Background: an optimization exercise with open tools, aiming at small area. Do not read the settings as production practice.
In this exercise RTL edits were held to simulation tests only and were not proved equivalent to the original.
No activity file was given, so power comes from the tool's default toggle rates.

Setup of the previous run:
==> module monopix_core, before the edit <==
module monopix_core #(
  parameter int unsigned N_COL = 8,
  parameter int unsigned N_ROW = 16
) (
  input  logic                   CLK_BX_PAD,
  input  logic                   RESET_BCID_PAD,
  input  logic [N_COL*N_ROW-1:0] ANA_HIT,
  input  logic                   PULSE_PAD,
  input  logic [N_COL*N_ROW-1:0] INJ_EN,
  input  logic                   FREEZE_PAD,
  input  logic                   READ_PAD,
  output logic                   TOKEN_PAD,
  output logic                   OUT_PAD,
  output logic                   HIT_OR_PAD
);
  localparam int unsigned NPix = N_COL * N_ROW;
  logic [NPix-1:0] hit, hit_q;
  logic [NPix-1:0] st_an, st_b;
  logic [NPix-1:0] pend, first;
  logic [5:0]      bcid_q;
  logic            read_q, read_edge;
  logic [26:0]     sr_q, word;
  logic            hit_or_q;
  assign hit       = ANA_HIT | ({NPix{PULSE_PAD}} & INJ_EN);
  assign read_edge = READ_PAD & ~read_q;
  assign pend      = ~st_an & ~st_b;
  logic [N_COL-1:0]            col_any, col_first;
  logic [N_COL-1:0][N_ROW-1:0] row_first;
  logic [N_COL-1:0][11:0]      col_ts;
  logic [N_COL-1:0][3:0]       col_row;
  logic [NPix-1:0][11:0]       pix_ts;
  logic [11:0]                 sel_ts;
  logic [3:0]                  sel_row;
  logic [2:0]                  sel_col;
  always_comb begin
    logic seen;
    for (int c = 0; c < int'(N_COL); c++) begin
      seen       = 1'b0;
      col_row[c] = '0;
      for (int r = 0; r < int'(N_ROW); r++) begin
        row_first[c][r] = pend[c*N_ROW+r] & ~seen;
        seen            = seen | pend[c*N_ROW+r];
        col_row[c] |= row_first[c][r] ? 4'(r) : 4'd0;
      end
      col_any[c] = seen;
    end
    seen    = 1'b0;
    sel_row = '0;
    sel_col = '0;
    for (int c = 0; c < int'(N_COL); c++) begin
      col_first[c] = col_any[c] & ~seen;
      seen         = seen | col_any[c];
      sel_row |= col_first[c] ? col_row[c] : 4'd0;
      sel_col |= col_first[c] ? 3'(c) : 3'd0;
    end
  end
  for (genvar c = 0; c < int'(N_COL); c++) begin : g_colmux
    monopix_andor #(.N(N_ROW), .W(12)) u_mux (
      .sel(row_first[c]),
      .d  (pix_ts[c*N_ROW +: N_ROW]),
      .y  (col_ts[c])
    );
  end
  monopix_andor #(.N(N_COL), .W(12)) u_colmux (.sel(col_first), .d(col_ts), .y(sel_ts));
  assign word = {3'd0, sel_col, sel_ts, 5'd0, sel_row};
  for (genvar g = 0; g < int'(NPix); g++) begin : g_pix
    logic [5:0] le_q, te_q;
    logic       grant;
    assign first[g]  = col_first[g / int'(N_ROW)] & row_first[g / int'(N_ROW)][g % int'(N_ROW)];
    assign grant     = read_edge & first[g];
    assign pix_ts[g] = {te_q, le_q};
    logic [5:0] le_d, te_d;
    monopix_hold u_le (.load(st_an[g] & ~st_b[g]), .d(bcid_q), .q(le_q), .y(le_d));
    monopix_hold u_te (.load(st_an[g]), .d(bcid_q), .q(te_q), .y(te_d));
    always_ff @(posedge CLK_BX_PAD) begin
      le_q <= le_d;
      te_q <= te_d;
    end
    always_ff @(posedge CLK_BX_PAD) begin
      hit_q[g] <= RESET_BCID_PAD | hit[g];
      if (RESET_BCID_PAD) begin
        st_an[g] <= 1'b1;
        st_b[g]  <= 1'b0;
      end else if (st_an[g]) begin
        st_an[g] <= ~st_b[g] | hit[g];
        st_b[g]  <= st_b[g] | (hit[g] & ~hit_q[g]);
      end else begin
        st_an[g] <= ~st_b[g] & grant;
        st_b[g]  <= st_b[g] & FREEZE_PAD;
      end
    end
  end
  always_ff @(posedge CLK_BX_PAD) begin
    if (RESET_BCID_PAD) begin
      bcid_q   <= '0;
      read_q   <= 1'b0;
      hit_or_q <= 1'b0;
      sr_q     <= '0;
    end else begin
      bcid_q   <= bcid_q + 6'd1;
      read_q   <= READ_PAD;
      hit_or_q <= |hit;
      sr_q     <= read_edge ? word : {sr_q[25:0], 1'b0};
    end
  end
  monopix_or #(.N(NPix)) u_token (.a(pend), .y(TOKEN_PAD));
  assign OUT_PAD    = sr_q[26];
  assign HIT_OR_PAD = hit_or_q;
endmodule
clock: 8.0 ns
lec_check: 0
cap_margin: 5
core_margin: 2
core_utilization: 40
place_density: 0.55
slew_margin: 10
synth_hierarchical: 1
synth_minimum_keep_size: 0
standard.sh (not shown) runs the stock make flow with config.mk's settings and CLKGATE_MAP_FILE= SYNTH_SCRIPT=/design/flow/synth_recipe.tcl, a recipe that flattens the netlist after the stock synthesis.
==> flow/flow/run.sh <==
#!/bin/bash
# Standard ORFS layout with three changes:
#  * abc maps the combinational logic with an area-oriented script
#    (flow/abc_area.script) in place of ORFS's delay-oriented one; the
#    flip-flops are mapped before abc runs, so they are the standard ones
#  * a leaner clock tree: no dummy loads, larger sink clusters
#  * minimum-size port buffers
set -euo pipefail
rm -rf myscripts
cp -r "$FLOW_HOME/scripts" myscripts
cp flow/abc_area.script myscripts/abc_speed.script
export CTS_ARGS="-sink_clustering_enable -repair_clock_nets -dont_use_dummy_load -sink_clustering_size 25 -sink_clustering_max_diameter 150 -buf_list {sky130_fd_sc_hd__clkbuf_16}"
export BUFFER_PORTS_ARGS="-buffer_cell sky130_fd_sc_hd__buf_1"
bash standard.sh SCRIPTS_DIR="$PWD/myscripts" finish > standard.log 2>&1
==> flow/flow/abc_area.script <==
strash
ifraig
dc2
&get -n
&deepsyn -T 40
&put
dch -f
amap
strash
dch -f
amap
mfs2 -a
strash
dch -f
amap
The previous run did not stop at any stage, and its layout met the timing, DRC and antenna checks.
Input changes introduced in the current run (baseline for comparison: the previous run):
-- flow/design.v --
<<< the previous run, line 43
        col_row[c] |= row_first[c][r] ? 4'(r) : 4'd0;
      end
      col_any[c] = seen;
    end
    seen    = 1'b0;
>>> the current run, line 43
        col_row[c] |= row_first[c][r] ? 4'(r) : 4'd0;
      end
    end
    seen    = 1'b0;
<<< the previous run, line 54
      sel_col |= col_first[c] ? 3'(c) : 3'd0;
    end
  end
  for (genvar c = 0; c < int'(N_COL); c++) begin : g_colmux
>>> the current run, line 53
      sel_col |= col_first[c] ? 3'(c) : 3'd0;
    end
  end
  for (genvar c = 0; c < int'(N_COL); c++) begin : g_colany
    monopix_or #(.N(N_ROW)) u_any (.a(pend[c*N_ROW +: N_ROW]), .y(col_any[c]));
  end
  for (genvar c = 0; c < int'(N_COL); c++) begin : g_colmux
Notes after the runs:
- Timing, DRC, antenna: 0 failures across the current run and the previous run
- Diff the previous run..the current run | combinational share of power | negligible
- Mean area per synthesized cell delta (the previous run -> the current run): insignificant
- Compared to the previous run, the routing of the current run uses more wire.
- Status: count of multi-input gates parity (the current run, the previous run)
- Diff the previous run -> the current run: met2 track demand over resource moved up, post-synthesis compound-gate area fraction moved up, cell area after layout level.
- As far as synthesized cell count is concerned, the current run and the previous run perform about the same.
- ~same number of flip-flops and latches in the current run and the previous run
- Delta (the current run minus the previous run): vertical die dimension flat, clock network fraction of design power +0.2 points, peak per-stage delay on the critical path rose by 0.14 ns, initial antenna violation count went up, post-detailed-placement half-perimeter wirelength has increased.

* * *

== 03-03 ==
RTL: one of the versions met above, not the one the previous note started from.
For scale: roughly 6600 cells after synthesis, about 260 I/O pins.
==> module monopix_core, before the edit <==
module monopix_core #(
  parameter int unsigned N_COL = 8,
  parameter int unsigned N_ROW = 16
) (
  input  logic                   CLK_BX_PAD,
  input  logic                   RESET_BCID_PAD,
  input  logic [N_COL*N_ROW-1:0] ANA_HIT,
  input  logic                   PULSE_PAD,
  input  logic [N_COL*N_ROW-1:0] INJ_EN,
  input  logic                   FREEZE_PAD,
  input  logic                   READ_PAD,
  output logic                   TOKEN_PAD,
  output logic                   OUT_PAD,
  output logic                   HIT_OR_PAD
);
  localparam int unsigned NPix = N_COL * N_ROW;
  logic [NPix-1:0] hit, hit_q;
  logic [NPix-1:0] st_an, st_b;
  logic [NPix-1:0] pend, first;
  logic [5:0]      bcid_q;
  logic            read_q, read_edge;
  logic [26:0]     sr_q, word;
  logic            hit_or_q;
  assign hit       = ANA_HIT | ({NPix{PULSE_PAD}} & INJ_EN);
  assign read_edge = READ_PAD & ~read_q;
  assign pend      = ~st_an & ~st_b;
  logic [N_COL-1:0]            col_any, col_first;
  logic [N_COL-1:0][N_ROW-1:0] row_first;
  logic [N_COL-1:0][11:0]      col_ts;
  logic [N_COL-1:0][3:0]       col_row;
  logic [NPix-1:0][11:0]       pix_ts;
  logic [11:0]                 sel_ts;
  logic [3:0]                  sel_row;
  logic [2:0]                  sel_col;
  always_comb begin
    logic seen;
    for (int c = 0; c < int'(N_COL); c++) begin
      seen       = 1'b0;
      col_row[c] = '0;
      for (int r = 0; r < int'(N_ROW); r++) begin
        row_first[c][r] = pend[c*N_ROW+r] & ~seen;
        seen            = seen | pend[c*N_ROW+r];
        col_row[c] |= row_first[c][r] ? 4'(r) : 4'd0;
      end
    end
    seen    = 1'b0;
    sel_row = '0;
    sel_col = '0;
    for (int c = 0; c < int'(N_COL); c++) begin
      col_first[c] = col_any[c] & ~seen;
      seen         = seen | col_any[c];
      sel_row |= col_first[c] ? col_row[c] : 4'd0;
      sel_col |= col_first[c] ? 3'(c) : 3'd0;
    end
  end
  for (genvar c = 0; c < int'(N_COL); c++) begin : g_colany
    monopix_or #(.N(N_ROW)) u_any (.a(pend[c*N_ROW +: N_ROW]), .y(col_any[c]));
  end
  for (genvar c = 0; c < int'(N_COL); c++) begin : g_colmux
    monopix_andor #(.N(N_ROW), .W(12)) u_mux (
      .sel(row_first[c]),
      .d  (pix_ts[c*N_ROW +: N_ROW]),
      .y  (col_ts[c])
    );
  end
  monopix_andor #(.N(N_COL), .W(12)) u_colmux (.sel(col_first), .d(col_ts), .y(sel_ts));
  assign word = {3'd0, sel_col, sel_ts, 5'd0, sel_row};
  for (genvar g = 0; g < int'(NPix); g++) begin : g_pix
    logic [5:0] le_q, te_q;
    logic       grant;
    assign first[g]  = col_first[g / int'(N_ROW)] & row_first[g / int'(N_ROW)][g % int'(N_ROW)];
    assign grant     = read_edge & first[g];
    assign pix_ts[g] = {te_q, le_q};
    logic [5:0] le_d, te_d;
    monopix_hold u_le (.load(st_an[g] & ~st_b[g]), .d(bcid_q), .q(le_q), .y(le_d));
    monopix_hold u_te (.load(st_an[g]), .d(bcid_q), .q(te_q), .y(te_d));
    always_ff @(posedge CLK_BX_PAD) begin
      le_q <= le_d;
      te_q <= te_d;
    end
    always_ff @(posedge CLK_BX_PAD) begin
      hit_q[g] <= RESET_BCID_PAD | hit[g];
      if (RESET_BCID_PAD) begin
        st_an[g] <= 1'b1;
        st_b[g]  <= 1'b0;
      end else if (st_an[g]) begin
        st_an[g] <= ~st_b[g] | hit[g];
        st_b[g]  <= st_b[g] | (hit[g] & ~hit_q[g]);
      end else begin
        st_an[g] <= ~st_b[g] & grant;
        st_b[g]  <= st_b[g] & FREEZE_PAD;
      end
    end
  end
  always_ff @(posedge CLK_BX_PAD) begin
    if (RESET_BCID_PAD) begin
      bcid_q   <= '0;
      read_q   <= 1'b0;
      hit_or_q <= 1'b0;
      sr_q     <= '0;
    end else begin
      bcid_q   <= bcid_q + 6'd1;
      read_q   <= READ_PAD;
      hit_or_q <= |hit;
      sr_q     <= read_edge ? word : {sr_q[25:0], 1'b0};
    end
  end
  monopix_or #(.N(NPix)) u_token (.a(pend), .y(TOKEN_PAD));
  assign OUT_PAD    = sr_q[26];
  assign HIT_OR_PAD = hit_or_q;
endmodule
==> flow/config.mk <==
export PLATFORM = sky130hd
export DESIGN_NAME = monopix_core
export DESIGN_NICKNAME = monopix_core
export VERILOG_FILES = /design/flow/design.v
export SDC_FILE = /design/flow/constraint.sdc
export NUM_CORES = 4
export LEC_CHECK = 0
export CAP_MARGIN = 5
export CORE_MARGIN = 2
export CORE_UTILIZATION = 35
export PLACE_DENSITY = 0.5
export SLEW_MARGIN = 10
export SYNTH_HIERARCHICAL = 1
export SYNTH_MINIMUM_KEEP_SIZE = 0
==> flow/constraint.sdc <==
create_clock -name core_clock -period 8.0 [get_ports {CLK_BX_PAD}]
set_input_delay 1.6000 -clock core_clock [delete_from_list [all_inputs] [get_ports {CLK_BX_PAD}]]
set_output_delay 1.6000 -clock core_clock [all_outputs]
set_load 0.01 [all_outputs]
Scripts as last shown in full above: flow/flow/run.sh, flow/flow/abc_area.script
03-03: flow completed, timing, DRC and antenna clean
What 07-10 does differently from 03-03 at the input level:
--- a/flow/design.v
+++ b/flow/design.v
@@ -41,8 +41,9 @@
         row_first[c][r] = pend[c*N_ROW+r] & ~seen;
         seen            = seen | pend[c*N_ROW+r];
         col_row[c] |= row_first[c][r] ? 4'(r) : 4'd0;
       end
+      col_any[c] = seen;
     end
     seen    = 1'b0;
     sel_row = '0;
     sel_col = '0;
@@ -51,11 +52,8 @@
       seen         = seen | col_any[c];
       sel_row |= col_first[c] ? col_row[c] : 4'd0;
       sel_col |= col_first[c] ? 3'(c) : 3'd0;
     end
-  end
-  for (genvar c = 0; c < int'(N_COL); c++) begin : g_colany
-    monopix_or #(.N(N_ROW)) u_any (.a(pend[c*N_ROW +: N_ROW]), .y(col_any[c]));
   end
   for (genvar c = 0; c < int'(N_COL); c++) begin : g_colmux
     monopix_andor #(.N(N_ROW), .W(12)) u_mux (
       .sel(row_first[c]),
==> comparison <==
- Minimum clock period after layout for 07-10 is higher than for 03-03.
- Relative to 03-03, overall fraction of global-route tracks in use has decreased by 0.93 points in 07-10.
- Between 03-03 and 07-10, the number of nets produced by synthesis does not differ in any meaningful way.
- The lower remaining max-slew budget at the tightest pin of 03-03 and 07-10 is in 03-03.
- The run showing the smaller largest fanout on the critical path is 03-03.
- 07-10 against 03-03: core utilization of the finished layout comparable, clock group share of total power shrank by 0.2 points, total placed cells including tap cells flat.
- Worst setup path endpoint = sr_q[18]: 03-03; worst setup path endpoint = sr_q[0]: 07-10
- Going from 03-03 to 07-10, die outline height essentially unchanged, number of buffers between clock root and the deepest sink essentially unchanged, portion of total power attributed to combinational logic increased 0.2 points, switching fraction of total power decreased 0.16 points, post-synthesis compound-gate area fraction decreased 0.48 points.
- 07-10: no failed stages, no open violations at the end

## static timing again, ports no longer ideal
Ports are ideal in the flow. The routed layouts listed here were re-timed in OpenROAD.
Step 1: set_driving_cell puts a clkbuf_16 on CLK_BX_PAD and a buf_2 on each other input, an assumption about the parent block.
Step 2 times the ports against the registers' clock, not the clock port: input delays grow and output delays shrink by t, the midpoint of the rising clock arrivals with the driver on.
a / b / c = ideal ports / drivers / drivers and shift; a / b = the first two.
run | shift t [ns] | slack for setup (ns) | latest minus earliest clock arrival (ns)
the previous run | 0.811 | 0.648 / 0.648 / 0.648 | 0.130 / 0.130
the current run | 0.826 | 1.674 / 1.674 / 1.674 | 0.076 / 0.076
03-03 | 0.835 | 1.158 / 1.158 / 1.158 | 0.079 / 0.079
07-10 | 0.831 | 0.354 / 0.354 / 0.354 | 0.051 / 0.052
After both steps setup and hold are still met in every run listed.
